Source: an optimization exercise on an open RTL-to-GDS flow (aim: a short achievable clock period and few clock cycles per item). Production flows keep margins and buffers that such runs may drop.
RTL that was checked went through simulation tests only; none was proved equivalent to the original.
For run 3, only the layout was checked, not whether the RTL still works.
Power figures rest on the tool's default switching activity, not on a simulated workload.

===== design.v =====
package a25_wb_pkg;
    typedef enum logic [1:0] {
        IDLE = 2'd0,
        BEAT = 2'd1,
        DONE = 2'd2
    } wb_state_t;
    localparam logic [1:0] P_ICACHE   = 2'd0;
    localparam logic [1:0] P_DCACHE   = 2'd1;
    localparam logic [1:0] P_UNCACHED = 2'd2;
    localparam int unsigned WB_WORDS = 4;
endpackage
import a25_wb_pkg::*;
module a25_wb_beat_mask
(
    input  logic        write,
    input  logic [15:0] be,
    input  logic [1:0]  addr_word,
    input  logic [1:0]  port,
    output logic [3:0]  mask
);
    always_comb begin
        mask = '0;
        if (write) begin
            for (int unsigned k = 0; k < WB_WORDS; k++) begin
                mask[k] = |be[4*k +: 4];
            end
        end else if (port == P_UNCACHED) begin
            mask[addr_word] = 1'b1;
        end else begin
            mask = '1;
        end
    end
endmodule
module a25_wb_accept
(
    input  logic [2:0] valid,
    input  logic       full,
    output logic [2:0] accepted
);
    assign accepted[2] = valid[2] & ~full;
    assign accepted[1] = valid[1] & ~valid[2] & ~full;
    assign accepted[0] = valid[0] & ~valid[1] & ~valid[2] & ~full;
endmodule
import a25_wb_pkg::*;
module a25_wishbone_master
#(
    parameter int unsigned TIMEOUT_CYCLES = 256
) (
    input  logic         i_clk,
    input  logic         i_rst,
    input  logic         i_p0_valid,
    output logic         o_p0_accepted,
    input  logic         i_p0_write,
    input  logic [127:0] i_p0_wdata,
    input  logic [15:0]  i_p0_be,
    input  logic [31:0]  i_p0_addr,
    output logic [127:0] o_p0_rdata,
    output logic         o_p0_rdata_valid,
    input  logic         i_p1_valid,
    output logic         o_p1_accepted,
    input  logic         i_p1_write,
    input  logic [127:0] i_p1_wdata,
    input  logic [15:0]  i_p1_be,
    input  logic [31:0]  i_p1_addr,
    output logic [127:0] o_p1_rdata,
    output logic         o_p1_rdata_valid,
    input  logic         i_p2_valid,
    output logic         o_p2_accepted,
    input  logic         i_p2_write,
    input  logic [127:0] i_p2_wdata,
    input  logic [15:0]  i_p2_be,
    input  logic [31:0]  i_p2_addr,
    output logic [127:0] o_p2_rdata,
    output logic         o_p2_rdata_valid,
    output logic [31:0]  o_wb_adr,
    output logic [3:0]   o_wb_sel,
    output logic         o_wb_we,
    output logic [31:0]  o_wb_dat,
    input  logic [31:0]  i_wb_dat,
    output logic         o_wb_cyc,
    output logic         o_wb_stb,
    input  logic         i_wb_ack,
    input  logic         i_wb_err,
    output logic         o_bus_error
);
    localparam int unsigned QD  = 1;           
    localparam int unsigned QP  = 2;                 
    localparam int unsigned QW  = 3;                 
    localparam int unsigned HCW = 6;                 
    logic unused_cfg;
    function automatic logic [1:0] first_of(input logic [3:0] m);
        first_of = 2'd3;
        if (m[2]) first_of = 2'd2;
        if (m[1]) first_of = 2'd1;
        if (m[0]) first_of = 2'd0;
    endfunction
    assign unused_cfg = ^TIMEOUT_CYCLES;
    logic full_q;
    logic a0, a1, a2, acc;
    assign a2  = i_p2_valid & ~full_q;
    assign a1  = i_p1_valid & ~i_p2_valid & ~full_q;
    assign a0  = i_p0_valid & ~i_p1_valid & ~i_p2_valid & ~full_q;
    assign acc = (i_p0_valid | i_p1_valid | i_p2_valid) & ~full_q;
    a25_wb_accept u_accept (
        .valid    ({i_p2_valid, i_p1_valid, i_p0_valid}),
        .full     (full_q),
        .accepted ({o_p2_accepted, o_p1_accepted, o_p0_accepted})
    );
    logic [1:0]   win_port;
    logic         win_write;
    logic [127:0] win_wdata;
    logic [15:0]  win_be;
    logic [31:0]  win_addr;
    always_comb begin
        win_port  = P_ICACHE;
        win_write = i_p0_write;
        win_wdata = i_p0_wdata;
        win_be    = i_p0_be;
        win_addr  = i_p0_addr;
        if (i_p2_valid) begin
            win_port  = P_UNCACHED;
            win_write = i_p2_write;
            win_wdata = i_p2_wdata;
            win_be    = i_p2_be;
            win_addr  = i_p2_addr;
        end else if (i_p1_valid) begin
            win_port  = P_DCACHE;
            win_write = i_p1_write;
            win_wdata = i_p1_wdata;
            win_be    = i_p1_be;
            win_addr  = i_p1_addr;
        end
    end
    logic unused_addr_lsbs;
    assign unused_addr_lsbs = ^win_addr[1:0];
    logic [3:0]  pm [3];
    logic [1:0]  pf [3];
    logic [3:0]  ps [3];
    logic [31:0] pd [3];
    logic [3:0] pn [3];
    always_comb begin
        for (int unsigned k = 0; k < 4; k++) begin
            pn[0][k] = |i_p0_be[4*k +: 4];
            pn[1][k] = |i_p1_be[4*k +: 4];
            pn[2][k] = |i_p2_be[4*k +: 4];
        end
    end
    always_comb begin
        pm[0] = i_p0_write ? pn[0] : 4'hf;
        pm[1] = i_p1_write ? pn[1] : 4'hf;
        pm[2] = i_p2_write ? pn[2] : (4'b0001 << i_p2_addr[3:2]);
    end
    logic [1:0] pw [3];
    always_comb begin
        for (int unsigned p = 0; p < 3; p++) begin
            pf[p] = first_of(pm[p]);
            pw[p] = first_of(pn[p]);
        end
        ps[0] = i_p0_be[{pf[0], 2'b00} +: 4];
        ps[1] = i_p1_be[{pf[1], 2'b00} +: 4];
        ps[2] = i_p2_be[{pf[2], 2'b00} +: 4];
        pd[0] = i_p0_wdata[{pw[0], 5'd0} +: 32];
        pd[1] = i_p1_wdata[{pw[1], 5'd0} +: 32];
        pd[2] = i_p2_wdata[{pw[2], 5'd0} +: 32];
    end
    logic [3:0]  win_mask;
    logic [1:0]  win_first;
    logic [3:0]  win_sel;
    logic [31:0] win_dat;
    always_comb begin
        win_mask  = pm[0];
        win_first = pf[0];
        win_sel   = ps[0];
        win_dat   = pd[0];
        if (i_p2_valid) begin
            win_mask  = pm[2];
            win_first = pf[2];
            win_sel   = ps[2];
            win_dat   = pd[2];
        end else if (i_p1_valid) begin
            win_mask  = pm[1];
            win_first = pf[1];
            win_sel   = ps[1];
            win_dat   = pd[1];
        end
    end
    logic push_any;
    logic [2:0] pnz;
    assign pnz[0] = ~i_p0_write | (|i_p0_be);
    assign pnz[1] = ~i_p1_write | (|i_p1_be);
    assign pnz[2] = ~i_p2_write | (|i_p2_be);
    assign push_any = (a0 & pnz[0]) | (a1 & pnz[1]) | (a2 & pnz[2]);
    logic [1:0]    q_port  [QD];
    logic          q_wr    [QD];
    logic [127:0]  q_wdata [QD];
    logic [15:0]   q_be    [QD];
    logic [31:4]   q_addr  [QD];
    logic [3:0]    q_mask  [QD];
    logic [QP-1:0] wp_q, rp_q;
    logic [QW-1:0] cnt_q;
    logic          empty_q;
    logic         cyc_q;
    logic [31:2]  adr_q;
    logic [3:0]   sel_q;
    logic         we_q;
    logic [31:0]  dat_q;
    logic [1:0]   cur_port;
    logic [127:0] cur_wdata;
    logic [15:0]  cur_be;
    logic [3:0]   rem_q;       
    logic         last_q;      
    logic [2:0]   rf_q;        
    logic beat_end, has_next, bus_free, pop, bypass, push_q;
    assign beat_end = cyc_q & (i_wb_ack | i_wb_err);
    assign has_next = ~last_q;
    assign bus_free = ~cyc_q | (beat_end & ~has_next);
    assign pop      = bus_free & ~empty_q;
    assign bypass   = bus_free & empty_q & push_any;
    assign push_q   = push_any & ~bypass;
    function automatic logic [QP-1:0] ptr_inc(input logic [QP-1:0] p);
        ptr_inc = (p == QP'(QD - 1)) ? '0 : p + 1'b1;
    endfunction
    always_ff @(posedge i_clk) begin
        for (int unsigned i = 0; i < QD; i++) begin
            if (!full_q && (wp_q == QP'(i))) begin
                q_port[i]  <= win_port;
                q_wr[i]    <= win_write;
                q_wdata[i] <= win_wdata;
                q_be[i]    <= win_be;
                q_addr[i]  <= win_addr[31:4];
                q_mask[i]  <= win_mask;
            end
        end
    end
    logic          q_inc, q_dec;
    logic [QW-1:0] cnt_next;
    logic          empty_next, full_next;
    assign q_inc = push_q & ~pop;
    assign q_dec = pop & ~push_q;
    always_comb begin
        cnt_next   = cnt_q;
        empty_next = (cnt_q == '0);
        full_next  = (cnt_q == QW'(QD));
        if (q_inc) begin
            cnt_next   = cnt_q + 1'b1;
            empty_next = 1'b0;
            full_next  = (cnt_q == QW'(QD - 1));
        end else if (q_dec) begin
            cnt_next   = cnt_q - 1'b1;
            empty_next = (cnt_q == QW'(1));
            full_next  = 1'b0;
        end
    end
    always_ff @(posedge i_clk or posedge i_rst) begin
        if (i_rst) begin
            wp_q    <= '0;
            rp_q    <= '0;
            cnt_q   <= '0;
            empty_q <= 1'b1;
            full_q  <= 1'b1;
        end else begin
            if (push_q) wp_q <= ptr_inc(wp_q);
            if (pop)    rp_q <= ptr_inc(rp_q);
            cnt_q   <= cnt_next;
            empty_q <= empty_next;
            full_q  <= full_next;
        end
    end
    logic [1:0]   h_port;
    logic         h_wr;
    logic [127:0] h_wdata;
    logic [15:0]  h_be;
    logic [31:4]  h_addr;
    logic [3:0]   h_mask;
    logic [1:0]   h_word;
    logic [3:0]   h_sel;
    logic [31:0]  h_dat;
    logic [1:0]   n_word;
    logic [1:0]   q_word;
    always_comb begin
        h_port  = q_port[0];
        h_wr    = q_wr[0];
        h_wdata = q_wdata[0];
        h_be    = q_be[0];
        h_addr  = q_addr[0];
        h_mask  = q_mask[0];
        for (int unsigned i = 1; i < QD; i++) begin
            if (rp_q == QP'(i)) begin
                h_port  = q_port[i];
                h_wr    = q_wr[i];
                h_wdata = q_wdata[i];
                h_be    = q_be[i];
                h_addr  = q_addr[i];
                h_mask  = q_mask[i];
            end
        end
        q_word = first_of(h_mask);
        h_word = q_word;
        h_sel  = h_be[{q_word, 2'b00} +: 4];
        h_dat  = h_wdata[{q_word, 5'd0} +: 32];
        if (empty_q) begin
            h_port  = win_port;
            h_wr    = win_write;
            h_wdata = win_wdata;
            h_be    = win_be;
            h_addr  = win_addr[31:4];
            h_mask  = win_mask;
            h_word  = win_first;
            h_sel   = win_sel;
            h_dat   = win_dat;
        end
    end
    assign n_word = first_of(rem_q);
    logic [3:0] h_rem, n_rem;
    assign h_rem = h_mask & (h_mask - 4'd1);
    assign n_rem = rem_q & (rem_q - 4'd1);
    always_ff @(posedge i_clk or posedge i_rst) begin
        if (i_rst) begin
            cyc_q <= 1'b0;
        end else if (bus_free) begin
            cyc_q <= (pop & (|h_mask)) | bypass;
        end
    end
    always_ff @(posedge i_clk) begin
        if (bus_free) begin
            adr_q     <= {h_addr, h_word};
            sel_q     <= h_sel;
            dat_q     <= h_dat;
            we_q      <= h_wr;
            cur_port  <= h_port;
            rem_q     <= h_rem;
            last_q    <= (h_rem == '0);
            for (int unsigned p = 0; p < 3; p++) rf_q[p] <= ~h_wr & (h_rem == '0) & (h_port == 2'(p));
        end else if (beat_end && has_next) begin
            adr_q[3:2] <= n_word;
            sel_q      <= cur_be[{n_word, 2'b00} +: 4];
            dat_q      <= cur_wdata[{n_word, 5'd0} +: 32];
            rem_q      <= n_rem;
            last_q     <= (n_rem == '0);
            for (int unsigned p = 0; p < 3; p++) rf_q[p] <= ~we_q & (n_rem == '0) & (cur_port == 2'(p));
        end
    end
    always_ff @(posedge i_clk) begin
        if (!cyc_q || last_q) begin
            cur_wdata <= h_wdata;
            cur_be    <= h_be;
        end
    end
    logic [95:0]  line_q;
    logic [127:0] line_fin;
    logic [31:0]  beat_dat;
    logic         rd_last;
    assign beat_dat = i_wb_err ? '0 : i_wb_dat;
    assign rd_last  = beat_end & (|rf_q);
    always_ff @(posedge i_clk) begin
        for (int unsigned k = 0; k < 3; k++) begin
            if (beat_end && !we_q && (adr_q[3:2] == 2'(k))) line_q[32*k +: 32] <= beat_dat;
        end
    end
    function automatic logic [127:0] place(input logic [31:0] d, input logic [1:0] k);
        place = {(k == 2'd3) ? d : 32'd0, (k == 2'd2) ? d : 32'd0,
                 (k == 2'd1) ? d : 32'd0, (k == 2'd0) ? d : 32'd0};
    endfunction
    always_comb begin
        if (cur_port == P_UNCACHED) line_fin = place(beat_dat, adr_q[3:2]);
        else                        line_fin = {beat_dat, line_q};
    end
    logic [2:0]   rv_q;
    logic [127:0] rdata_q [3];
    logic         bus_error_q;
    logic [HCW-1:0] hcnt_q;
    logic [1:0]   pend_v;
    logic [127:0] pend1_line;     
    logic [31:0]  pend2_dat;      
    logic [1:0]   pend2_word;
    logic         p0_rv_d;
    logic [2:0]   p0_out_q;       
    logic         tok_q;
    logic         engaged, hold_max;
    logic [1:0]   fin_p;          
    logic [1:0]   done_p;         
    logic [1:0]   give;           
    logic         eng_q, hmax_q, fin0;
    logic [2:0]   p0_out_next;
    logic [HCW-1:0] hcnt_next;
    assign engaged  = i_p0_valid | eng_q;
    assign hold_max = hmax_q;
    assign fin0     = beat_end & rf_q[0];
    assign fin_p[0] = beat_end & rf_q[1];
    assign fin_p[1] = beat_end & rf_q[2];
    logic p0_inc, p0_dec, p0_busy_next, hold_on;
    logic [2:0] p0_out_p1, p0_out_m1;
    logic [HCW-1:0] hcnt_p1;
    assign p0_inc    = a0 & ~i_p0_write;
    assign p0_dec    = fin0;
    assign p0_out_p1 = p0_out_q + 3'd1;
    assign p0_out_m1 = p0_out_q - 3'd1;
    always_comb begin
        p0_out_next  = p0_out_q;
        p0_busy_next = (p0_out_q != '0);
        if (p0_inc & ~p0_dec) begin
            p0_out_next  = p0_out_p1;
            p0_busy_next = 1'b1;
        end else if (p0_dec & ~p0_inc) begin
            p0_out_next  = p0_out_m1;
            p0_busy_next = (p0_out_q != 3'd1);
        end
    end
    assign hcnt_p1   = hcnt_q + 1'b1;
    assign hold_on   = (|(done_p & ~give)) & engaged;
    assign hcnt_next = hold_on ? hcnt_p1 : '0;
    assign done_p   = pend_v | fin_p;
    always_comb begin
        give = '0;
        if (!engaged || hold_max) begin
            give = done_p;
        end else if (tok_q) begin
            if (done_p[0]) give[0] = 1'b1;
            else           give[1] = done_p[1];
        end
        give = give | (pend_v & fin_p);
    end
    always_ff @(posedge i_clk or posedge i_rst) begin
        if (i_rst) begin
            rv_q        <= '0;
            rdata_q[0]  <= '0;
            rdata_q[1]  <= '0;
            rdata_q[2]  <= '0;
            bus_error_q <= 1'b0;
            pend_v      <= '0;
            p0_rv_d     <= 1'b0;
            p0_out_q    <= '0;
            tok_q       <= 1'b0;
            hcnt_q      <= '0;
            eng_q       <= 1'b0;
            hmax_q      <= 1'b0;
        end else begin
            p0_rv_d  <= rv_q[0];
            p0_out_q <= p0_out_next;
            eng_q    <= fin0 | rv_q[0] | p0_busy_next;
            hmax_q   <= hold_on & (hcnt_p1 == '1);
            if (a0)         tok_q <= 1'b1;
            else if (|give) tok_q <= 1'b0;
            hcnt_q <= hcnt_next;
            rv_q[0] <= fin0;
            if (fin0) rdata_q[0] <= line_fin;
            for (int unsigned p = 1; p < 3; p++) begin
                rv_q[p] <= give[p-1];
                if (give[p-1]) begin
                    if (!pend_v[p-1])  rdata_q[p] <= line_fin;
                    else if (p == 1)   rdata_q[p] <= pend1_line;
                    else               rdata_q[p] <= place(pend2_dat, pend2_word);
                end
                pend_v[p-1] <= (pend_v[p-1] & ~give[p-1]) | (fin_p[p-1] & (~give[p-1] | pend_v[p-1]));
            end
            if (beat_end && i_wb_err) bus_error_q <= 1'b1;
        end
    end
    always_ff @(posedge i_clk) begin
        if (fin_p[0] && (!give[0] || pend_v[0])) pend1_line <= line_fin;
        if (fin_p[1] && (!give[1] || pend_v[1])) begin
            pend2_dat  <= beat_dat;
            pend2_word <= adr_q[3:2];
        end
    end
    assign o_wb_cyc = cyc_q;
    assign o_wb_stb = cyc_q;
    assign o_wb_adr = {adr_q, 2'b00};
    assign o_wb_sel = sel_q;
    assign o_wb_we  = we_q;
    assign o_wb_dat = dat_q;
    assign o_bus_error = bus_error_q;
    assign o_p0_rdata_valid = rv_q[0];
    assign o_p1_rdata_valid = rv_q[1];
    assign o_p2_rdata_valid = rv_q[2];
    assign o_p0_rdata = rdata_q[0];
    assign o_p1_rdata = rdata_q[1];
    assign o_p2_rdata = rdata_q[2];
endmodule

===== flow/run.sh =====
#!/bin/bash
set -o pipefail
export BUFFER_PORTS_ARGS="-buffer_cell sky130_fd_sc_hd__buf_4"
cp standard.sh standard.sh.txt
bash standard.sh finish > standard.log 2>&1

===== standard.sh =====
#!/bin/bash
# synth_recipe.tcl (not shown) runs the flow's synth.tcl, then flattens the netlist and writes it again
# the make line also repeats each setting of config.mk as NAME=value (left out here)
make -C /OpenROAD-flow-scripts/flow DESIGN_CONFIG=/design/flow/config.mk WORK_HOME=/design/flow/orfs CLKGATE_MAP_FILE= SYNTH_SCRIPT=/design/flow/synth_recipe.tcl "${@:-finish}"

===== config.mk =====
export PLATFORM = sky130hd
export DESIGN_NAME = a25_wishbone_master
export DESIGN_NICKNAME = a25_wishbone_master
export VERILOG_FILES = /design/flow/design.v
export SDC_FILE = /design/flow/constraint.sdc
export NUM_CORES = 4
export LEC_CHECK = 0
export ABC_CLOCK_PERIOD_IN_PS = 2200
export CAP_MARGIN = 20
export CORE_MARGIN = 2
export CORE_UTILIZATION = 50
export SETUP_SLACK_MARGIN = 2.6
export SLEW_MARGIN = 20
export SYNTH_HIERARCHICAL = 1
export SYNTH_MINIMUM_KEEP_SIZE = 0
export TNS_END_PERCENT = 5

===== constraint.sdc =====
create_clock -name core_clock -period 5.0 [get_ports {i_clk}]
set_input_delay 1.0000 -clock core_clock [delete_from_list [all_inputs] [get_ports {i_clk}]]
set_output_delay 1.0000 -clock core_clock [all_outputs]
set_load 0.01 [all_outputs]

==> results of run 1 <==
state kept, by name, indices dropped and copies added, names as in the netlist, 6 cells and up:
register,cells
rdata_q,384
pend1_line,128
q_wdata,128
cur_wdata,96
line_q,96
dat_q,32
pend2_dat,32
adr_q,30
q_addr,28
q_be,16
cur_be,12
hcnt_q,6
kinds of logic (layout without fill, tap and decap cells):
| kind of cell | Yosys count | count (layout) |
|---|---|---|
| AOI/OAI and AO/OA | 1362 | 1362 |
| DFF | 1031 | 1031 |
| and+or+nand+nor | 993 | 997 |
| buffers and inverters | 504 | 1512 |
| muxes | 491 | 491 |
| adders and majority gates | 18 | 20 |
| xor gates and xnor gates | 12 | 12 |
| other | 1 | 27 |
worst max-delay path, stage by stage, from the launching register on:
cell                      delay, ps
sky130_fd_sc_hd__dfstp_2        690
sky130_fd_sc_hd__nor2b_1         80
sky130_fd_sc_hd__buf_4          150
cells in the mapped netlist, types with 3 or more instances:
library cell	n
sky130_fd_sc_hd__a41oi_1	3
sky130_fd_sc_hd__xnor2_1	6
sky130_fd_sc_hd__clkbuf_1	256
sky130_fd_sc_hd__dfrtp_1	408
sky130_fd_sc_hd__buf_6	3
sky130_fd_sc_hd__nand2b_1	13
sky130_fd_sc_hd__a21oi_1	235
sky130_fd_sc_hd__mux2i_1	352
sky130_fd_sc_hd__buf_2	49
sky130_fd_sc_hd__or3_1	5
sky130_fd_sc_hd__buf_1	40
sky130_fd_sc_hd__o21ai_0	250
sky130_fd_sc_hd__a2111oi_0	16
sky130_fd_sc_hd__inv_2	5
sky130_fd_sc_hd__a211oi_1	132
sky130_fd_sc_hd__nand3_1	7
sky130_fd_sc_hd__xor2_1	6
sky130_fd_sc_hd__o22a_1	5
sky130_fd_sc_hd__o21a_1	135
sky130_fd_sc_hd__inv_1	145
sky130_fd_sc_hd__buf_4	6
sky130_fd_sc_hd__a21o_1	27
sky130_fd_sc_hd__o221ai_1	134
sky130_fd_sc_hd__nand2_1	554
sky130_fd_sc_hd__o22ai_1	11
sky130_fd_sc_hd__a221oi_1	17
sky130_fd_sc_hd__o31ai_1	3
sky130_fd_sc_hd__o211ai_1	19
sky130_fd_sc_hd__nor4_1	21
sky130_fd_sc_hd__nor2_1	323
sky130_fd_sc_hd__ha_1	16
sky130_fd_sc_hd__a221o_1	17
sky130_fd_sc_hd__nor3_1	10
sky130_fd_sc_hd__o21ai_1	239
sky130_fd_sc_hd__nor2b_1	36
sky130_fd_sc_hd__mux2_2	138
sky130_fd_sc_hd__and2_1	5
sky130_fd_sc_hd__or4_1	7
sky130_fd_sc_hd__a22oi_1	100
sky130_fd_sc_hd__edfxtp_1	621
sky130_fd_sc_hd__a31oi_1	5
final timing paths:
check,from,end,depth (start not counted)
max in group asynchronous,i_rst,rdata_q[1][123],3
max reg2reg,cur_port[0],rdata_q[2][39],5
min reg2reg,cnt_q[2],full_q,1
max,full_q,o_p2_accepted,2
min,i_rst,rdata_q[0][22],2
min in group core_clock,cnt_q[2],full_q,1
layer usage:
layer	vias up	wire length, um	part of all wire (%)
met5	-	87	0.045
met4	12	10900	5.7
met3	408	15200	7.9
met2	1889	96000	50
met1	20081	70600	37
li1	18154	-	-
where the power goes:
group	total, W	switching [W]	leakage [nW]	internal [W]
clock	0.00817	0.00346	1.78	0.00471
combinational	0.0145	0.00869	13.6	0.00581
sequential	0.0147	0.00192	11.2	0.0128
modules after synthesis (local to each module, per instance):
module | area (sq um) | copies in the design
a25_wishbone_master | 49000 | 1
a25_wb_accept | 28.8 | 1
metrics by stage:
step | cells | hold slack [ps] | TNS (ps) | util, %
finish | 6728 | 409 | 0 | 65.0
global route | 6723 | 427 | 0 | 65.0
CTS | 6679 | 397 | 0 | 64.3
detailed placement | 6445 | 431 | 0 | 59.8
global placement | 6445 | 443 | 0 | 59.8
floorplan | 4413 | 410 | -800770 | -
layout make-up:
class | count | area (sq um)
timing repair buffer | 1157 | 9410
clock inverter | 57 | 556
antenna | 25 | 62.6
inverter | 150 | 569
multi-input combinational | 2884 | 18900
tap | 1276 | 1600
fill | 7847 | 33900
clock buffer | 148 | 3060
sequential | 1031 | 28900
placed cells by master (no fill, tap or decap), drive strengths merged, types with 19 or more instances in the layout:
master     n
mux2     139
nor2     325
nand2    554
nor4      24
buf     1149
inv      152
a22oi    100
o221ai   134
nor2b     36
a211oi   132
edfxtp   621
clkinv    43
dfrtp    408
diode     25
a21o      27
o211ai    19
o21ai    489
a21oi    235
clkbuf   150
o21a     135
mux2i    352
timing repair:
| item | 4_1_cts | 5_1_grt |
|---|---|---|
| setup endpoints to repair | 692 | 291 |
| cloned | 12 | 3 |
| buffers inserted | 17 | 21 |
| gates resized for setup | 83 | 67 |
| pin swaps | 10 | 16 |
==> run notes, run 1 <==
post-detail-place hpwl=roughly 140 mm; hold bufs inserted after CTS=0; # nets final=a little under 6,000; ANT nets after route=0; arrival time worst endpoint=around 1600 ps; CTS tree=done; Via density=~6; synthesized-area fraction occupied by ao, oa, aoi and oai cells=17.7%; EDFF count, synth=621; cell area power density=just under 600 mW/mm^2; number of top-level design ports=a little over 1,000; Static Leakage=26.6 nW; Total Wirelength=193 mm; clock latency on the worst-skew pair=690 ps; cell count after synthesis=4,412; min setup slack post-route=2390 ps; count of TritonRoute iterations in the first routing pass=6; standard cell area after detailed placement=0.0580 sq mm; setup violation total in the final timing report=0; Via Count=40,544; area of the placeable core=0.0970 sq mm; Worst R2R Setup Slack=2490 ps; Worst setup SP type=flip-flop; global routing usage on met3=7.66%; Max Root-Sink Buffers=3; routing layer with the top usage in global route=met2; run status=complete, no violations; final count of hold timing violations=0; detailed router's first-iteration violation count=approximately 3,900; Avg WL per Cell=around 29 um; Slew Limit Fails=0; first-pass GRT wire length=269 mm; row count=between 100 and 150; fraction of post-synthesis cell area in the top cell type by area=38.0%; cell types with the largest area share after synthesis=sky130_fd_sc_hd__edfxtp_1 (38%), sky130_fd_sc_hd__dfrtp_1 (21%), sky130_fd_sc_hd__mux2i_1 (7.2%); effective utilization at floorplan=50.6%; CTS clock-pin slew for the worst setup and hold paths=~60 ps; Die W=about 320 um; layout cells sized above 1=28.8%; Synth Flop Type=sky130_fd_sc_hd__edfxtp_1; share of synthesized area spent on multiplexers=roughly a tenth; fin crit period=2610 ps; worst hold path type=in2async; Syn-to-layout area delta=28.6%; fmax=383 MHz; Max transition margin=between 20% and 30%; synthesized-area fraction occupied by xor and xnor cells=0.214%; average size of a mapped cell=about 11 sq um; worst clock skew=29.3 ps; overall power after layout=0.0374 W; Non-Filler Cell Area, Final=approximately 0.063 sq mm; H-tree lvl count=3; post-synthesis instance area=0.0491 sq mm; classification of the worst setup path=reg2out; Clk Tree Root Cell=sky130_fd_sc_hd__clkbuf_16; Port Buf Inserts=1,019; Post-Place Setup Slack=1090 ps; met1 usage=44.0%; area of the die=0.101 sq mm; sequential-to-total area share from yosys stat=58.9%; number of CTS-inserted buffers=between 100 and 150; largest net degree at the start of global routing=179; number of antenna violations at the first check in global routing=29; share of synthesized cell area in full adder, half adder and majority cells=less than 1%; main combinational cell family by area after synthesis=compound AO/OA/AOI/OAI gates; Total Routing Usage GR=36.9%; overflow left after global routing=0; Worst Tran Pin Value=roughly 1100 ps; Required @ worst endpoint=roughly 4000 ps; fraction of the cycle the final worst path needs=52.2%; final estimated routing congestion in global placement=0.910; Unique masters post-synth=66; max-cap check violation count=0; share of synthesized registers carrying an async set or reset=about two fifths; largest fanout on the critical path=5; capturing element type of the critical path=output pin; VDD IR max=516 uV; synthesized-area fraction occupied by and/or/nand/nor cells=8.25%; Synth area leader=sky130_fd_sc_hd__edfxtp_1; # clock sinks=1,031; unrepaired setup endpoints after global routing=true; Synth warnings=20; number of storage elements in the synthesis netlist=1,031; number of global-route vias before repair=about 39,000; vertical extent of the die=317 um; DR DRC count=0; met2 GRT Util=62.6%
Testbench counts, summed over its fixed seeds: cycles 28,076, requests 5,120.
==> run 2, diff against run 1 <==
==> flow/run.sh (replaced) <==
#!/bin/bash
# The standard layout (standard.sh), with two ORFS settings changed:
#  - port buffers are sky130_fd_sc_hd__buf_4 rather than the delay buffer
#    buffer_ports picks by default;
#  - the resizer may swap a cell for one of another footprint
#    (MATCH_CELL_FOOTPRINT=0), so those buffers and the gates can be sized
#    for timing before routing.
# Everything else, synthesis included, is the standard flow.
set -o pipefail
cp standard.sh standard.sh.txt
bash standard.sh MATCH_CELL_FOOTPRINT=0 "BUFFER_PORTS_ARGS=-buffer_cell sky130_fd_sc_hd__buf_4" finish > standard.log 2>&1
--- a/config.mk
+++ b/config.mk
@@ -13,4 +13,4 @@
 export SLEW_MARGIN = 20
 export SYNTH_HIERARCHICAL = 1
 export SYNTH_MINIMUM_KEEP_SIZE = 0
-export TNS_END_PERCENT = 5
+export TNS_END_PERCENT = 100
==> run 2 against run 1 <==
  * Sequential cell count did not move
  * Maximum frequency fell by 0.26%
  * Area after synthesis unchanged
  * Sequential power about the same
  * Count of clock-buffer cells in the layout rose by 20
  * Synthesized cell count stayed put
  * Critical endpoint is now o_p0_accepted
  * Largest cell class unchanged
  * Largest power group is now combinational cells
==> run notes, run 2 <==
run status=complete, no violations; Worst setup SP type=flip-flop; Via density=a little over 6; arrival time worst endpoint=~1600 ps; cell area power density=slightly below 600 mW/mm^2; Critical Path Max Stage Delay=between 600 and 700 ps; Reg with most FFs=rdata_q; Required @ worst endpoint=4000 ps; overflow left after global routing=0; wire length on met2=98.3 mm; capturing element type of the critical path=output pin; # clock sinks=just over 1,000; capturing point of the worst reg2reg path=rdata_q[2][94]; Sw Pwr=approximately 0.015 W; max-cap check violation count=0; fin crit period=2620 ps; Synth area leader=sky130_fd_sc_hd__edfxtp_1; Avg WL per Cell=approximately 29 um; count of TritonRoute iterations in the first routing pass=6; VDD IR max=358 uV; setup violation total in the final timing report=0; Slew Limit Fails=0; area of the placeable core=0.0970 sq mm; fraction of post-synthesis cell area in the top cell type by area=38.0%; Syn-to-layout area delta=30.3%; worst r2r src=adr_q[3]; share of synthesized area spent on multiplexers=10.4%; sum of routed wire segments on met1=73.2 mm; top-count cell post-synth=sky130_fd_sc_hd__edfxtp_1; leading cell type in the layout, fill and taps excluded=sky130_fd_sc_hd__buf_4; effective utilization at floorplan=between 50% and 60%; # nets final=~6,000; Slowest cell on crit path=sky130_fd_sc_hd__dfstp_2; DR top layer=met5; post-detail-place hpwl=136 mm; fmax=approximately 380 MHz; share of total power in combinational logic=40.7%; Clk Tree Root Cell=sky130_fd_sc_hd__clkbuf_16; number of CTS-inserted buffers=107; count of cells along the worst register-to-register path=7; EDFF count, synth=621; cell count after synthesis=~4,400; share of synthesized cell area in full adder, half adder and majority cells=0.449%; CTS clock-pin slew for the worst setup and hold paths=60 ps; worst hold path type=in2async; Port Buf Inserts=between 1,000 and 1,500; Total Routing Usage GR=37.9%; Worst Tran Pin Value=about 1100 ps; dominant delay contributor by cell family on the critical path=flip-flops; crit path cell chain=nor4b_4, buf_4; DR DRC count=0; min setup slack post-route=about 2400 ps; average size of a mapped cell=between 10 and 15 sq um; ANT nets after route=0; Post-Place Setup Slack=730 ps; layout cells sized above 1=a little under a third; Max Root-Sink Buffers=3; unrepaired setup endpoints after global routing=true; main combinational cell family by area after synthesis=compound AO/OA/AOI/OAI gates; Via Count=41,271; final count of hold timing violations=0; H-tree lvl count=3; routed wl met3=15.0 mm; cell types with the largest area share after synthesis=sky130_fd_sc_hd__edfxtp_1 (38%), sky130_fd_sc_hd__dfrtp_1 (21%), sky130_fd_sc_hd__mux2i_1 (7.2%); number of storage elements in the synthesis netlist=1,031; Max transition margin=between 20% and 30%; synthesized-area fraction occupied by and/or/nand/nor cells=8.25%; number of top-level design ports=about 1,000; synthesized-area fraction occupied by xor and xnor cells=0.214%; Unique masters post-synth=between 60 and 70; vertical extent of the die=317 um; largest fanout on the critical path=5; number of antenna violations at the first check in global routing=29; post-synthesis instance area=0.0491 sq mm; Total Negative Setup Slacks=0 ps; fraction of the cycle the final worst path needs=52.4%; Switching Fraction=38.3%; Static Leakage=26.8 nW; number of global-route vias before repair=39,475; sequential power share=38.9%; most frequent cells after synthesis=sky130_fd_sc_hd__edfxtp_1 (621), sky130_fd_sc_hd__nand2_1 (554), sky130_fd_sc_hd__dfrtp_1 (408); clock latency on the worst-skew pair=690 ps; Synth warnings=20; max FFs per register=384; classification of the worst setup path=reg2out; CTS tree=done; Worst R2R Setup Slack=2670 ps; row count=114; biggest regs=rdata_q (384), pend1_line (128), q_wdata (128); share of synthesized registers carrying an async set or reset=39.8%; sequential-to-total area share from yosys stat=58.9%; Total Wirelength=199 mm; Filler Cells Inserted=~7,800; Synth Flop Type=sky130_fd_sc_hd__edfxtp_1; top library cells by usage in the layout, fill and taps aside=sky130_fd_sc_hd__buf_4 (1,101), sky130_fd_sc_hd__edfxtp_1 (621), sky130_fd_sc_hd__nand2_1 (548); design internal power=0.0233 W; worst clock skew=approximately 20 ps; detailed router's first-iteration violation count=4,041; Layout Utilization=65.9%; synthesized-area fraction occupied by ao, oa, aoi and oai cells=17.7%; Worst Path Buf+Inv=1; Clock power frac=20.4%; Die W=317 um; largest net degree at the start of global routing=204; area of the die=0.101 sq mm; first-pass GRT wire length=276 mm; final estimated routing congestion in global placement=0.912
==> run 2: what timing repair did <==
| action | 4_1_cts | 5_1_grt |
|---|---|---|
| gates resized for setup | 188 | 98 |
| hold buffers | 0 | 0 |
| endpoints found under the setup margin | 786 | 292 |
| gates cloned | 17 | 8 |
| pin swaps | 33 | 42 |
| buffers inserted | 53 | 23 |
==> run 2: area by class of cell <==
class / count / area, sq um / area share [%]
tap: 1276 / 1600 / 2.50
clock inverter: 33 / 226 / 0.354
inverter: 150 / 588 / 0.920
timing repair buffer: 1197 / 9960 / 15.6
antenna: 20 / 50.0 / 0.0783
multi-input combinational: 2891 / 19500 / 30.4
sequential: 1031 / 28900 / 45.2
clock buffer: 168 / 3150 / 4.92
==> run 2: power groups by stage <==
stage | Clock, W | Combinational (W) | Sequential, W
final | 0.00771 | 0.0154 | 0.0147
after floorplan | 0 | 0.00680 | 0.0150
after global placement | 0 | 0.0136 | 0.0149
after detailed placement | 0 | 0.0138 | 0.0150
after global routing | 0.00811 | 0.0164 | 0.0149
after CTS | 0.00777 | 0.0149 | 0.0147
==> run 2: logic make-up (layout without fill, tap and decap cells) <==
family | count (synthesis) | count (layout)
buffers and inverters | 504 | 1548
other | 1 | 22
DFF | 1031 | 1031
muxes | 491 | 491
xor gates and xnor gates | 12 | 12
AOI/OAI and AO/OA | 1362 | 1364
and+or+nand+nor | 993 | 1002
adders and majority gates | 18 | 20
==> run 2: metal layers <==
layer / GRT usage, % / vias to the layer above
met1: 45.6 / 20518
met5: 0 / -
li1: - / 18259
met2: 63.9 / 2003
met3: 7.40 / 475
met4: 21.7 / 16
==> run 2: modules after synthesis (local to each module, per instance) <==
module	cell area (sq um)	flops+latches
a25_wishbone_master	49000	1031
a25_wb_accept	28.8	0
==> run 2: worst register-to-register path, delay by kind of cell (launching register included) <==
family	cells	cell delay, ps
AO/OA/AOI/OAI	3	940
buffers and inverters	2	360
flip-flops	1	470
AND/OR/NAND/NOR	2	450
==> run 2: worst max path at each step <==
stage                     startpoint             to  slack (ps)  cells past startpoint
final                         full_q  o_p0_accepted        2380                      2
after global routing          full_q  o_p0_accepted        2370                      2
after CTS                     full_q  o_p1_accepted        2360                      2
after detailed placement  i_p2_be[3]       dat_q[5]         730                      7
after global placement    i_p2_be[3]       dat_q[5]         770                      7
after floorplan                i_rst    bus_error_q       -1520                      1
==> run 2: through the flow <==
stage,cells,instance area [sq um],hold slack [ps],total power (W)
finish,6766,64000,427,0.0378
CTS,6714,63000,417,0.0373
floorplan,4413,49200,410,0.0218
global placement,6443,58000,433,0.0285
global route,6766,64000,444,0.0394
detailed placement,6443,58000,439,0.0289
==> run 3, diff against run 2 <==
--- a/design.v
+++ b/design.v
@@ -34,12 +34,12 @@
 module a25_wb_accept
 (
     input  logic [2:0] valid,
-    input  logic       full,
+    input  logic       room,
     output logic [2:0] accepted
 );
-    assign accepted[2] = valid[2] & ~full;
-    assign accepted[1] = valid[1] & ~valid[2] & ~full;
-    assign accepted[0] = valid[0] & ~valid[1] & ~valid[2] & ~full;
+    assign accepted[2] = valid[2] & room;
+    assign accepted[1] = valid[1] & ~valid[2] & room;
+    assign accepted[0] = valid[0] & ~valid[1] & ~valid[2] & room;
 endmodule
 import a25_wb_pkg::*;
 module a25_wishbone_master
@@ -95,15 +95,15 @@
         if (m[0]) first_of = 2'd0;
     endfunction
     assign unused_cfg = ^TIMEOUT_CYCLES;
-    logic full_q;
+    logic room_q;    
     logic a0, a1, a2, acc;
-    assign a2  = i_p2_valid & ~full_q;
-    assign a1  = i_p1_valid & ~i_p2_valid & ~full_q;
-    assign a0  = i_p0_valid & ~i_p1_valid & ~i_p2_valid & ~full_q;
-    assign acc = (i_p0_valid | i_p1_valid | i_p2_valid) & ~full_q;
+    assign a2  = i_p2_valid & room_q;
+    assign a1  = i_p1_valid & ~i_p2_valid & room_q;
+    assign a0  = i_p0_valid & ~i_p1_valid & ~i_p2_valid & room_q;
+    assign acc = (i_p0_valid | i_p1_valid | i_p2_valid) & room_q;
     a25_wb_accept u_accept (
         .valid    ({i_p2_valid, i_p1_valid, i_p0_valid}),
-        .full     (full_q),
+        .room     (room_q),
         .accepted ({o_p2_accepted, o_p1_accepted, o_p0_accepted})
     );
     logic [1:0]   win_port;
@@ -189,7 +189,9 @@
     assign pnz[0] = ~i_p0_write | (|i_p0_be);
     assign pnz[1] = ~i_p1_write | (|i_p1_be);
     assign pnz[2] = ~i_p2_write | (|i_p2_be);
-    assign push_any = (a0 & pnz[0]) | (a1 & pnz[1]) | (a2 & pnz[2]);
+    assign push_any = acc;
+    logic win_nz;
+    assign win_nz = i_p2_valid ? pnz[2] : (i_p1_valid ? pnz[1] : pnz[0]);
     logic [1:0]    q_port  [QD];
     logic          q_wr    [QD];
     logic [127:0]  q_wdata [QD];
@@ -203,7 +205,9 @@
     logic [31:2]  adr_q;
     logic [3:0]   sel_q;
     logic         we_q;
-    logic [31:0]  dat_q;
+    logic [31:0]  dat_q;       
+    logic [31:0]  dat_b_q;     
+    logic         dsel_q;      
     logic [1:0]   cur_port;
     logic [127:0] cur_wdata;
     logic [15:0]  cur_be;
@@ -222,7 +226,7 @@
     endfunction
     always_ff @(posedge i_clk) begin
         for (int unsigned i = 0; i < QD; i++) begin
-            if (!full_q && (wp_q == QP'(i))) begin
+            if (room_q && (wp_q == QP'(i))) begin
                 q_port[i]  <= win_port;
                 q_wr[i]    <= win_write;
                 q_wdata[i] <= win_wdata;
@@ -257,13 +261,13 @@
             rp_q    <= '0;
             cnt_q   <= '0;
             empty_q <= 1'b1;
-            full_q  <= 1'b1;
+            room_q  <= 1'b0;
         end else begin
             if (push_q) wp_q <= ptr_inc(wp_q);
             if (pop)    rp_q <= ptr_inc(rp_q);
             cnt_q   <= cnt_next;
             empty_q <= empty_next;
-            full_q  <= full_next;
+            room_q  <= ~full_next;
         end
     end
     logic [1:0]   h_port;
@@ -273,6 +277,9 @@
     logic [31:4]  h_addr;
     logic [3:0]   h_mask;
     logic [1:0]   h_word;
+    logic [127:0] hq_wdata;
+    logic [31:0]  hq_dat;
+    logic [15:0]  hq_be;
     logic [3:0]   h_sel;
     logic [31:0]  h_dat;
     logic [1:0]   n_word;
@@ -294,10 +301,13 @@
                 h_mask  = q_mask[i];
             end
         end
+        hq_wdata = h_wdata;
+        hq_be    = h_be;
         q_word = first_of(h_mask);
         h_word = q_word;
         h_sel  = h_be[{q_word, 2'b00} +: 4];
         h_dat  = h_wdata[{q_word, 5'd0} +: 32];
+        hq_dat = h_dat;
         if (empty_q) begin
             h_port  = win_port;
             h_wr    = win_write;
@@ -318,14 +328,14 @@
         if (i_rst) begin
             cyc_q <= 1'b0;
         end else if (bus_free) begin
-            cyc_q <= (pop & (|h_mask)) | bypass;
+            cyc_q <= bypass ? win_nz : (pop & (|h_mask));
         end
     end
     always_ff @(posedge i_clk) begin
         if (bus_free) begin
             adr_q     <= {h_addr, h_word};
             sel_q     <= h_sel;
-            dat_q     <= h_dat;
+            dat_q     <= hq_dat;
             we_q      <= h_wr;
             cur_port  <= h_port;
             rem_q     <= h_rem;
@@ -333,17 +343,48 @@
             for (int unsigned p = 0; p < 3; p++) rf_q[p] <= ~h_wr & (h_rem == '0) & (h_port == 2'(p));
         end else if (beat_end && has_next) begin
             adr_q[3:2] <= n_word;
-            sel_q      <= cur_be[{n_word, 2'b00} +: 4];
-            dat_q      <= cur_wdata[{n_word, 5'd0} +: 32];
+            sel_q      <= nb_be[{n_word, 2'b00} +: 4];
+            dat_q      <= nb_wdata[{n_word, 5'd0} +: 32];
             rem_q      <= n_rem;
             last_q     <= (n_rem == '0);
             for (int unsigned p = 0; p < 3; p++) rf_q[p] <= ~we_q & (n_rem == '0) & (cur_port == 2'(p));
         end
     end
+    always_ff @(posedge i_clk or posedge i_rst) begin
+        if (i_rst)                              dsel_q <= 1'b0;
+        else if (bus_free || (beat_end && has_next)) dsel_q <= bypass;
+    end
+    always_ff @(posedge i_clk) begin
+        if (!dsel_q || !cyc_q || beat_end) dat_b_q <= win_dat;
+    end
+    logic          byp_q;
+    logic [QP-1:0] byp_slot_q;
+    logic [127:0]  bq_wdata, nb_wdata;
+    logic [15:0]   bq_be, nb_be;
+    always_comb begin
+        bq_wdata = q_wdata[0];
+        bq_be    = q_be[0];
+        for (int unsigned i = 1; i < QD; i++) begin
+            if (byp_slot_q == QP'(i)) begin
+                bq_wdata = q_wdata[i];
+                bq_be    = q_be[i];
+            end
+        end
+    end
+    assign nb_wdata = byp_q ? bq_wdata : cur_wdata;
+    assign nb_be    = byp_q ? bq_be    : cur_be;
+    always_ff @(posedge i_clk or posedge i_rst) begin
+        if (i_rst) byp_q <= 1'b0;
+        else       byp_q <= bypass;
+    end
     always_ff @(posedge i_clk) begin
-        if (!cyc_q || last_q) begin
-            cur_wdata <= h_wdata;
-            cur_be    <= h_be;
+        byp_slot_q <= wp_q;
+        if (byp_q && !last_q) begin
+            cur_wdata <= bq_wdata;
+            cur_be    <= bq_be;
+        end else if (!cyc_q || last_q) begin
+            cur_wdata <= hq_wdata;
+            cur_be    <= hq_be;
         end
     end
     logic [95:0]  line_q;
@@ -468,7 +509,7 @@
     assign o_wb_adr = {adr_q, 2'b00};
     assign o_wb_sel = sel_q;
     assign o_wb_we  = we_q;
-    assign o_wb_dat = dat_q;
+    assign o_wb_dat = dsel_q ? dat_b_q : dat_q;
     assign o_bus_error = bus_error_q;
     assign o_p0_rdata_valid = rv_q[0];
     assign o_p1_rdata_valid = rv_q[1];
==> run 3 against run 2 <==
  * Still clean
  * Critical path depth up 1
  * Utilization decreased by 1.5 points
  * Setup slack worse by 310 ps
  * Total power is 4.7% higher
  * Register-to-register slack got worse by 90 ps
  * Maximum frequency fell by 11%
  * Clock skew is 4.6 ps higher
  * Wire length is 3.6% lower
  * Final cell count rose by 0.40%
  * Sequential share of layout area grew 1.4 points
  * Non-clock buffer count is 32 lower
  * Count of clock-buffer cells in the layout fell by 15
  * Critical path type unchanged
==> run notes, run 3 <==
largest net degree at the start of global routing=182; CTS tree=done; Via Count=~41,000; Worst setup SP type=flip-flop; design internal power=0.0246 W; Total Wirelength=192 mm; standard cell area after detailed placement=0.0591 sq mm; Slew Limit Fails=0; final estimated routing congestion in global placement=0.906; number of storage elements in the synthesis netlist=1,067; clock latency on the worst-skew pair=700 ps; worst clock skew=24.1 ps; leading cell type in the layout, fill and taps excluded=sky130_fd_sc_hd__buf_4; fin crit period=2930 ps; fraction of the cycle the final worst path needs=58.6%; vertical extent of the die=321 um; Non-Filler Cell Area, Final=between 0.06 and 0.07 sq mm; Synth Flop Type=sky130_fd_sc_hd__edfxtp_1; Via density=roughly 6; setup violation total in the final timing report=0; DR DRC count=0; cell area power density=616 mW/mm^2; Required @ worst endpoint=4000 ps; share of total power in combinational logic=39.6%; fraction of post-synthesis cell area in the top cell type by area=about two fifths; detailed router's first-iteration violation count=about 3,800; Unique masters post-synth=73; # nets final=5,978; most frequent cells after synthesis=sky130_fd_sc_hd__edfxtp_1 (655), sky130_fd_sc_hd__nand2_1 (558), sky130_fd_sc_hd__o21ai_0 (433); average size of a mapped cell=11.3 sq um; Avg WL per Cell=28.3 um; layout cells sized above 1=28.1%; VDD IR max=510 uV; Clock power frac=around 21%; count of cells along the worst register-to-register path=7; largest fanout on the critical path=11; Die W=~320 um; cell types with the largest area share after synthesis=sky130_fd_sc_hd__edfxtp_1 (39%), sky130_fd_sc_hd__dfrtp_1 (20%), sky130_fd_sc_hd__mux2i_1 (6.9%); overflow left after global routing=0; capturing element type of the critical path=output pin; arrival time worst endpoint=around 1900 ps; Sw Pwr=0.0150 W; max-cap check violation count=0; number of global-route vias before repair=about 39,000; Worst Tran Pin Value=1150 ps; Max Root-Sink Buffers=3; count of TritonRoute iterations in the first routing pass=6; crit path from=dsel_q; Synth area leader=sky130_fd_sc_hd__edfxtp_1; classification of the worst setup path=reg2out; number of top-level design ports=1,032; worst hold path type=in2async; # clock sinks=1,067; Static Leakage=~27 nW; area of the die=approximately 0.1 sq mm; biggest regs=rdata_q (384), pend1_line (128), q_wdata (128); fmax=342 MHz; post-detail-place hpwl=128 mm; area of the placeable core=0.0999 sq mm; Clk Tree Root Cell=sky130_fd_sc_hd__clkbuf_16; top-count cell post-synth=sky130_fd_sc_hd__edfxtp_1; worst r2r src=adr_q[3]; Max transition margin=22.9%; Port Buf Inserts=1,019; final worst hold slack=346 ps; final count of hold timing violations=0; share of synthesized registers carrying an async set or reset=38.6%; post-synthesis instance area=0.0503 sq mm; unrepaired setup endpoints after global routing=true; number of antenna violations at the first check in global routing=16; sequential power share=39.9%; min setup slack post-route=2070 ps; capturing point of the worst reg2reg path=rdata_q[2][37]; cell count after synthesis=4,461; Worst R2R Setup Slack=2580 ps; top library cells by usage in the layout, fill and taps aside=sky130_fd_sc_hd__buf_4 (1,078), sky130_fd_sc_hd__edfxtp_1 (655), sky130_fd_sc_hd__nand2_1 (552); ANT nets after route=0; overall power after layout=around 0.040 W; number of CTS-inserted buffers=109; effective utilization at floorplan=50.3%; Synth warnings=20; Layout Utilization=between 60% and 70%; run status=complete, no violations; Post-Place Setup Slack=1270 ps; Switching Fraction=between 30 and 40%; first-pass GRT wire length=268 mm; row count=116; EDFF count, synth=655; sequential-to-total area share from yosys stat=between 50% and 60%; Total Routing Usage GR=35.6%; Reg with most FFs=rdata_q; Syn-to-layout area delta=28.0%; H-tree lvl count=3; max FFs per register=384; CTS clock-pin slew for the worst setup and hold paths=roughly 60 ps
run 3: changes by cell type after synthesis, sizes merged, moves of 17 or more:
cell / change
edfxtp: +34
a21o: -20
a21oi: +29
mux2: -74
a2111oi: -17
o211ai: +18
o21ai: +17
buf: +18
and2: +18
mux4: +38
run 3: repair_timing:
action | 4_1_cts | 5_1_grt
hold buffers | 0 | 0
pin swaps | 15 | 27
gates resized for setup | 93 | 77
setup endpoints to repair | 820 | 536
buffers inserted | 44 | 22
gates cloned | 15 | 9
run 3: worst max-delay path by stage:
stage / cells after the start / to
2_1_floorplan: 1 / bus_error_q
3_3_place_gp: 8 / rdata_q[2][9]
3_5_place_dp: 8 / rdata_q[2][87]
4_1_cts: 3 / o_wb_dat[6]
5_1_grt: 3 / o_wb_dat[6]
6_report: 3 / o_wb_dat[8]
run 3: power groups by stage:
stage	logic, W	clock network (W)	registers, W
3_3_place_gp	0.0144	0	0.0159
3_5_place_dp	0.0146	0	0.0160
5_1_grt	0.0168	0.00854	0.0161
6_report	0.0157	0.00812	0.0158
2_1_floorplan	0.00755	0	0.0158
4_1_cts	0.0154	0.00819	0.0158
run 3: critical path, stage by stage (launching register included):
cell,delay (ps)
sky130_fd_sc_hd__dfrtp_4,520
sky130_fd_sc_hd__buf_12,180
sky130_fd_sc_hd__mux2_4,350
sky130_fd_sc_hd__buf_4,170
run 3: routing by layer:
layer	share of wire (%)	up-vias	wire length (um)	global-route usage, %
met1	36	20232	69000	42.0
met5	0.052	-	100	0
met4	5.2	16	9950	16.3
met3	8.0	413	15400	7.66
met2	51	1878	97900	62.1
li1	-	18362	-	-
run 3: through the flow:
step           std cells  TNS [ps]
2_1_floorplan       4462   -638220
3_3_place_gp        6489         0
4_1_cts             6752         0
3_5_place_dp        6489         0
6_report            6793         0
5_1_grt             6789         0
run 3: cell families after synthesis:
family / Yosys count / share of synthesized area (%)
other cells: 1 / 0.00746
compound gates: 1374 / 17.2
xor+xnor: 11 / 0.192
flops: 1067 / 59.7
fa+ha+maj: 18 / 0.438
buf+inv: 511 / 4.03
mux: 450 / 10.1
simple gates: 1029 / 8.43
run 3: final cells by class:
class,count,area (sq um)
fill,8065,35500
clock inverter,51,498
tap,1298,1620
antenna,10,25.0
multi-input combinational,2899,19000
clock buffer,153,3010
timing repair buffer,1165,9610
inverter,150,569
sequential,1067,30000
run 3: per-module statistics from Yosys, one instance, submodules excluded:
module	times used	flip-flops and latches
a25_wb_accept	1	0
a25_wishbone_master	1	1067
==> run 4, diff against run 3 <==
--- a/design.v
+++ b/design.v
@@ -205,9 +205,7 @@
     logic [31:2]  adr_q;
     logic [3:0]   sel_q;
     logic         we_q;
-    logic [31:0]  dat_q;       
-    logic [31:0]  dat_b_q;     
-    logic         dsel_q;      
+    logic [31:0]  dat_q;
     logic [1:0]   cur_port;
     logic [127:0] cur_wdata;
     logic [15:0]  cur_be;
@@ -278,7 +276,6 @@
     logic [3:0]   h_mask;
     logic [1:0]   h_word;
     logic [127:0] hq_wdata;
-    logic [31:0]  hq_dat;
     logic [15:0]  hq_be;
     logic [3:0]   h_sel;
     logic [31:0]  h_dat;
@@ -307,7 +304,6 @@
         h_word = q_word;
         h_sel  = h_be[{q_word, 2'b00} +: 4];
         h_dat  = h_wdata[{q_word, 5'd0} +: 32];
-        hq_dat = h_dat;
         if (empty_q) begin
             h_port  = win_port;
             h_wr    = win_write;
@@ -335,7 +331,7 @@
         if (bus_free) begin
             adr_q     <= {h_addr, h_word};
             sel_q     <= h_sel;
-            dat_q     <= hq_dat;
+            dat_q     <= h_dat;
             we_q      <= h_wr;
             cur_port  <= h_port;
             rem_q     <= h_rem;
@@ -350,13 +346,6 @@
             for (int unsigned p = 0; p < 3; p++) rf_q[p] <= ~we_q & (n_rem == '0) & (cur_port == 2'(p));
         end
     end
-    always_ff @(posedge i_clk or posedge i_rst) begin
-        if (i_rst)                              dsel_q <= 1'b0;
-        else if (bus_free || (beat_end && has_next)) dsel_q <= bypass;
-    end
-    always_ff @(posedge i_clk) begin
-        if (!dsel_q || !cyc_q || beat_end) dat_b_q <= win_dat;
-    end
     logic          byp_q;
     logic [QP-1:0] byp_slot_q;
     logic [127:0]  bq_wdata, nb_wdata;
@@ -509,7 +498,7 @@
     assign o_wb_adr = {adr_q, 2'b00};
     assign o_wb_sel = sel_q;
     assign o_wb_we  = we_q;
-    assign o_wb_dat = dsel_q ? dat_b_q : dat_q;
+    assign o_wb_dat = dat_q;
     assign o_bus_error = bus_error_q;
     assign o_p0_rdata_valid = rv_q[0];
     assign o_p1_rdata_valid = rv_q[1];
--- a/config.mk
+++ b/config.mk
@@ -8,7 +8,8 @@
 export ABC_CLOCK_PERIOD_IN_PS = 2200
 export CAP_MARGIN = 20
 export CORE_MARGIN = 2
-export CORE_UTILIZATION = 50
+export CORE_UTILIZATION = 60
+export PLACE_DENSITY = 0.7
 export SETUP_SLACK_MARGIN = 2.6
 export SLEW_MARGIN = 20
 export SYNTH_HIERARCHICAL = 1
==> run 4 against run 3 <==
  * Count of clock-buffer cells in the layout fell by 5
  * Area after synthesis fell by 2.1%
  * Total power rose by 2.0%
  * Utilization rose by 13 points
  * Largest power group is now combinational cells
  * Via count rose by 7.5%
  * Combinational power rose by 7%
  * Critical path type is now in2reg
  * Critical endpoint is now rdata_q[2][30]
  * Sequential power barely moved
==> run notes, run 4 <==
Synth warnings=20; ANT nets after route=0; Slew Limit Fails=0; Synth area leader=sky130_fd_sc_hd__edfxtp_1; final estimated routing congestion in global placement=0.983; Post-Place Setup Slack=between 800 and 900 ps; unrepaired setup endpoints after global routing=true; vertical extent of the die=290 um; Synth Flop Type=sky130_fd_sc_hd__edfxtp_1; count of cells along the worst register-to-register path=7; Max Root-Sink Buffers=3; Unique masters post-synth=just under 70; Total Routing Usage GR=47.6%; Die W=290 um; Sw Pwr=0.0159 W; clock latency on the worst-skew pair=700 ps; number of global-route vias before repair=40,650; Max transition margin=4.79%; Clock power frac=20.1%; number of storage elements in the synthesis netlist=1,039; fraction of post-synthesis cell area in the top cell type by area=38.3%; Clk Tree Root Cell=sky130_fd_sc_hd__clkbuf_16; design internal power=0.0245 W; largest fanout on the critical path=37; EDFF count, synth=628; # clock sinks=1,039; Static Leakage=26.6 nW; CTS clock-pin slew for the worst setup and hold paths=70 ps; fraction of the cycle the final worst path needs=51.8%; worst clock skew=51.6 ps; Port Buf Inserts=1,019; CTS tree=done; share of synthesized registers carrying an async set or reset=approximately two fifths; final count of hold timing violations=0; largest net degree at the start of global routing=258; number of top-level design ports=1,032; share of total power in combinational logic=41.5%; min setup slack post-route=approximately 2400 ps; cell count after synthesis=4,455; max FFs per register=384; first-pass GRT wire length=roughly 290 mm; cell area power density=636 mW/mm^2; most frequent cells after synthesis=sky130_fd_sc_hd__nand2_1 (645), sky130_fd_sc_hd__edfxtp_1 (628), sky130_fd_sc_hd__o21ai_0 (508); overall power after layout=0.0404 W; Filler Cells Inserted=between 5,000 and 6,000; number of CTS-inserted buffers=around 110; sequential-to-total area share from yosys stat=59.2%; effective utilization at floorplan=60.3%; classification of the worst setup path=in2reg; detailed router's first-iteration violation count=5,463; Reg with most FFs=rdata_q; number of antenna violations at the first check in global routing=57; Total Wirelength=211 mm; row count=105; placed cell count=~6,300; top library cells by usage in the layout, fill and taps aside=sky130_fd_sc_hd__buf_4 (1,114), sky130_fd_sc_hd__nand2_1 (637), sky130_fd_sc_hd__edfxtp_1 (628); area of the die=0.0843 sq mm; fin crit period=approximately 2600 ps; H-tree lvl count=3; Via Count=about 44,000; post-synthesis instance area=0.0492 sq mm; VDD IR max=roughly 500 uV; Worst setup SP type=primary input; count of TritonRoute iterations in the first routing pass=6; standard cell area after detailed placement=0.0578 sq mm; Switching Fraction=~39%; Via density=roughly 6.6; final worst hold slack=roughly 450 ps; fmax=386 MHz; Worst Tran Pin Value=around 1400 ps; worst hold path type=in2async; setup violation total in the final timing report=0; Syn-to-layout area delta=29.1%; max-cap check violation count=0; biggest regs=rdata_q (384), pend1_line (128), q_wdata (128); Avg WL per Cell=31.8 um; arrival time worst endpoint=3210 ps; cell types with the largest area share after synthesis=sky130_fd_sc_hd__edfxtp_1 (38%), sky130_fd_sc_hd__dfrtp_1 (21%), sky130_fd_sc_hd__mux2i_1 (6.5%); post-detail-place hpwl=139 mm; DR DRC count=0; average size of a mapped cell=11.0 sq um; Required @ worst endpoint=around 5600 ps; leading cell type in the layout, fill and taps excluded=sky130_fd_sc_hd__buf_4; capturing element type of the critical path=flip-flop; top-count cell post-synth=sky130_fd_sc_hd__nand2_1; Non-Filler Cell Area, Final=between 0.06 and 0.07 sq mm; run status=complete, no violations; sequential power share=38.4%; area of the placeable core=0.0816 sq mm; # nets final=5,995; overflow left after global routing=0; final non-filler cell total=about 6,600; layout cells sized above 1=29.3%
[run 4: area by class of cell]
class / instances / area [sq um] / share of cell area, %
clock inverters: 52 / 608 / 0.957
clock buffers: 148 / 2940 / 4.63
repair buffers: 1195 / 9850 / 15.5
flip-flops and latches: 1039 / 29200 / 45.9
inverters: 150 / 576 / 0.906
well taps: 1070 / 1340 / 2.11
diodes: 55 / 138 / 0.217
multi-input cells: 2918 / 18900 / 29.8
[run 4: cells by family (layout without fill, tap and decap cells)]
| family | Yosys count | in the layout | share of synthesized area (%) |
|---|---|---|---|
| AOI/OAI and AO/OA | 1415 | 1415 | 18.1 |
| xor gates and xnor gates | 11 | 11 | 0.196 |
| adders and majority gates | 19 | 21 | 0.468 |
| buffers and inverters | 512 | 1545 | 4.19 |
| DFF | 1039 | 1039 | 59.2 |
| muxes | 390 | 390 | 8.98 |
| other | 1 | 57 | 0.00762 |
| and+or+nand+nor | 1068 | 1079 | 8.84 |
[run 4: power groups by stage]
stage          clock network (W)  logic [W]  registers, W
2_1_floorplan                  0    0.00750        0.0158
3_3_place_gp                   0     0.0148        0.0154
3_5_place_dp                   0     0.0151        0.0156
4_1_cts                  0.00809     0.0159        0.0154
5_1_grt                  0.00844     0.0175        0.0158
6_report                 0.00812     0.0168        0.0155
[run 4: final timing paths]
| kind | startpoint | endpoint | slack [ps] |
|---|---|---|---|
| setup / recovery | i_wb_err | rdata_q[2][30] | 2410 |
| hold / removal | i_rst | rdata_q[1][47] | 450 |
| setup reg to reg | rem_q[1] | dat_q[25] | 2570 |
| hold reg to reg | q_wdata[0][23] | cur_wdata[23] | 450 |
| max in group asynchronous | i_rst | rdata_q[2][120] | 3440 |
| min in group core_clock | q_wdata[0][23] | cur_wdata[23] | 450 |
[run 4: per-layer routing]
| metal | global-route usage (%) | share of wire, % | vias up |
|---|---|---|---|
| li1 | - | - | 18379 |
| met1 | 57.6 | 33 | 21115 |
| met2 | 71.6 | 44 | 3537 |
| met3 | 14.7 | 13 | 920 |
| met4 | 36.8 | 10 | 12 |
| met5 | 0 | 0.038 | - |
[run 4: timing repair]
item	in CTS	in global routing
buffers inserted	50	29
pin swaps	14	57
endpoints found under the setup margin	867	384
hold buffers	0	0
resized for setup	100	104
endpoints found under the hold margin	0	0
cloned	18	10
[run 4: Yosys stat by module, one instance, submodules excluded]
module | cells | flops+latches | copies in the design
a25_wb_accept | 3 | 0 | 1
a25_wishbone_master | 4452 | 1039 | 1
[run 4: metrics by stage]
step | TNS [ps] | util [%]
final | 0 | 77.8
after global routing | 0 | 77.8
after CTS | 0 | 76.6
after detailed placement | 0 | 70.9
after global placement | 0 | 70.9
after floorplan | -630920 | -
[run 4: worst max-delay path: stages]
cell	delay, ps
sky130_fd_sc_hd__buf_12	150
sky130_fd_sc_hd__nor2b_1	1090
sky130_fd_sc_hd__a22oi_1	430
sky130_fd_sc_hd__o221ai_1	330
sky130_fd_sc_hd__o21a_1	160
Testbench counts of run 4, summed over its fixed seeds: cycles 28,076, requests 5,120.
==> run 5, diff against run 4 <==
--- a/config.mk
+++ b/config.mk
@@ -8,8 +8,7 @@
 export ABC_CLOCK_PERIOD_IN_PS = 2200
 export CAP_MARGIN = 20
 export CORE_MARGIN = 2
-export CORE_UTILIZATION = 60
-export PLACE_DENSITY = 0.7
+export CORE_UTILIZATION = 50
 export SETUP_SLACK_MARGIN = 2.6
 export SLEW_MARGIN = 20
 export SYNTH_HIERARCHICAL = 1
==> run 5 against run 4 <==
  * Still clean on timing, DRC and antenna
  * Clock skew shrank 17 ps
  * Sequential cell count is the same
  * Combinational power shrank 4%
  * Area after synthesis is the same
  * Critical path depth shrank 2
  * Wire length shrank 3.8%
  * Register-to-register slack gained 30 ps
  * Global-route usage shrank 9.3 points
  * Final cell count grew 2.7%
  * Largest cell class unchanged
==> run notes, run 5 <==
Synth Flop Type=sky130_fd_sc_hd__edfxtp_1; final count of hold timing violations=0; largest net degree at the start of global routing=224; overflow left after global routing=0; post-detail-place hpwl=136 mm; Clock power frac=20.5%; cell area power density=between 600 and 700 mW/mm^2; ANT nets after route=0; top library cells by usage in the layout, fill and taps aside=sky130_fd_sc_hd__buf_4 (1,105), sky130_fd_sc_hd__nand2_1 (640), sky130_fd_sc_hd__edfxtp_1 (628); first-pass GRT wire length=281 mm; CTS tree=done; arrival time worst endpoint=1560 ps; fin crit period=2560 ps; area of the die=0.101 sq mm; DR DRC count=0; layout cells sized above 1=28.5%; run status=complete, no violations; Reg with most FFs=rdata_q; area of the placeable core=0.0980 sq mm; # clock sinks=1,039; Total Routing Usage GR=38.4%; share of synthesized registers carrying an async set or reset=39.6%; share of total power in combinational logic=40.7%; Worst setup SP type=primary input; clock latency on the worst-skew pair=720 ps; classification of the worst setup path=in2out; detailed router's first-iteration violation count=~4,700; Slew Limit Fails=0; overall power after layout=0.0399 W; setup violation total in the final timing report=0; Via density=6.18; Port Buf Inserts=1,019; number of antenna violations at the first check in global routing=28; final worst hold slack=339 ps; post-synthesis instance area=0.0492 sq mm; effective utilization at floorplan=50.2%; final estimated routing congestion in global placement=0.928; VDD IR max=830 uV; Filler Cells Inserted=approximately 8,000; # nets final=5,991; Total Wirelength=203 mm; count of TritonRoute iterations in the first routing pass=6; vertical extent of the die=318 um; EDFF count, synth=628; number of CTS-inserted buffers=between 100 and 150; fraction of the cycle the final worst path needs=51.3%; hold bufs inserted after CTS=0; standard cell area after detailed placement=0.0582 sq mm; max-cap check violation count=0; number of global-route vias before repair=between 30,000 and 40,000; design internal power=0.0245 W; Static Leakage=between 20 and 30 nW; CTS clock-pin slew for the worst setup and hold paths=60 ps; fmax=roughly 390 MHz; sequential power share=38.8%; Switching Fraction=38.6%; number of top-level design ports=around 1,000; Non-Filler Cell Area, Final=0.0636 sq mm; Post-Place Setup Slack=725 ps; most frequent cells after synthesis=sky130_fd_sc_hd__nand2_1 (645), sky130_fd_sc_hd__edfxtp_1 (628), sky130_fd_sc_hd__o21ai_0 (508); Clk Tree Root Cell=sky130_fd_sc_hd__clkbuf_16; cell count after synthesis=roughly 4,500; H-tree lvl count=3; max FFs per register=384; capturing element type of the critical path=output pin; min setup slack post-route=roughly 2400 ps; average size of a mapped cell=11.0 sq um; row count=115; fraction of post-synthesis cell area in the top cell type by area=38.3%; Max transition margin=20.3%; top-count cell post-synth=sky130_fd_sc_hd__nand2_1; Avg WL per Cell=29.8 um; Synth area leader=sky130_fd_sc_hd__edfxtp_1; largest fanout on the critical path=17; worst hold path type=in2async; Max Root-Sink Buffers=3; biggest regs=rdata_q (384), pend1_line (128), q_wdata (128); cell types with the largest area share after synthesis=sky130_fd_sc_hd__edfxtp_1 (38%), sky130_fd_sc_hd__dfrtp_1 (21%), sky130_fd_sc_hd__mux2i_1 (6.5%); unrepaired setup endpoints after global routing=true; number of storage elements in the synthesis netlist=between 1,000 and 1,500; Die W=318 um; count of cells along the worst register-to-register path=4; sequential-to-total area share from yosys stat=roughly three fifths; Sw Pwr=0.0154 W; worst clock skew=34.9 ps; Via Count=42,051; Unique masters post-synth=68; leading cell type in the layout, fill and taps excluded=sky130_fd_sc_hd__buf_4; Syn-to-layout area delta=29.2%; Required @ worst endpoint=about 4000 ps; Synth warnings=20; Layout Utilization=64.9%; Worst Tran Pin Value=1190 ps
run 5: cell counts after synthesis:
No cell type changed its count.
run 5: path summary, 6_finish.rpt:
kind	startpoint	to	slack, ps
setup / recovery	i_p2_valid	o_p0_accepted	2440
hold / removal	i_rst	rdata_q[0][43]	340
setup reg to reg	pend_v[1]	rdata_q[2][117]	2600
hold reg to reg	bus_error_q	bus_error_q	460
max in group asynchronous	i_rst	cyc_q	3310
min in group core_clock	bus_error_q	bus_error_q	460
run 5: layer usage:
metal / share of wire (%) / vias to the layer above / track usage (%)
li1: - / 18358 / -
met1: 36 / 20770 / 47.6
met2: 48 / 2377 / 62.3
met3: 8.7 / 526 / 7.62
met4: 7.0 / 20 / 23.2
met5: 0.067 / - / 0
run 5: timing repair:
item / in CTS / in global routing
gates resized for setup: 70 / 100
hold endpoints to repair: 0 / 0
pin swaps: 12 / 24
endpoints found under the setup margin: 593 / 298
buffers inserted: 40 / 18
cloned: 17 / 10
run 5: power groups by stage:
stage          Combinational, W  Sequential, W  Clock [W]
3_3_place_gp             0.0147         0.0156          0
4_1_cts                  0.0157         0.0154    0.00824
6_report                 0.0162         0.0155    0.00818
5_1_grt                  0.0172         0.0158    0.00857
2_1_floorplan           0.00750         0.0158          0
3_5_place_dp             0.0150         0.0157          0
run 5: per-module statistics from Yosys, one instance, submodules excluded:
module | cells inside | flops+latches | times used
a25_wishbone_master | 4452 | 1039 | 1
a25_wb_accept | 3 | 0 | 1
run 5: worst max-delay path, cell delays in order:
cell,delay (ps)
sky130_fd_sc_hd__buf_16,140
sky130_fd_sc_hd__and4bb_2,310
sky130_fd_sc_hd__buf_6,110
run 5: final cells by class:
type	instances	area, sq um	share of cell area (%)
sequential	1039	29200	45.8
multi-input combinational	2918	18700	29.4
timing repair buffer	1189	9930	15.6
clock buffer	150	2980	4.69
tap	1287	1610	2.53
inverter	150	577	0.907
clock inverter	51	573	0.901
antenna	20	50.0	0.0787
run 5: kinds of logic after synthesis:
| family | synth area share [%] |
|---|---|
| DFF | 59.2 |
| and+or+nand+nor | 8.84 |
| buffers and inverters | 4.19 |
| AOI/OAI and AO/OA | 18.1 |
| xor gates and xnor gates | 0.196 |
| adders and majority gates | 0.468 |
| other | 0.00762 |
| muxes | 8.98 |
run 5: stage by stage:
stage	setup TNS (ps)	instances
floorplan	-630920	4456
global placement	0	6498
detailed placement	0	6498
CTS	0	6756
global route	0	6800
finish	0	6804

## port drivers added, routing unchanged
In the flow no input, the clock included, has a driving cell. The finished layouts below were timed again as built, in two steps.
Step 1 sets driving cells, clkbuf_16 on the clock port and buf_2 on the other inputs (assumed; they add their load-dependent delay and slew).
Step 2 moves the port delays by t, midway between the first and last clock arrival at a register: inputs arrive t later, outputs are due t later. That takes back most of the time a late clock gives input paths.
Slacks: ideal / step 1 / step 2; pairs: ideal / step 1.
run	shift t [ns]	setup WS [ns]	slew at the worst register clock pin (ns)
run 1	0.762	2.388 / 2.277 / 1.525	0.07 / 0.07
run 2	0.766	2.381 / 2.203 / 1.596	0.07 / 0.07
run 3	0.770	2.072 / 1.989 / 1.561	0.07 / 0.07
run 4	0.748	2.411 / 2.225 / 1.515	0.07 / 0.07
run 5	0.774	2.436 / 2.232 / 1.746	0.07 / 0.07
After both steps every run listed still meets setup and hold. For run 4, which loses most, drivers alone change the setup slack by -0.186 ns; drivers and shift together by -0.896 ns.
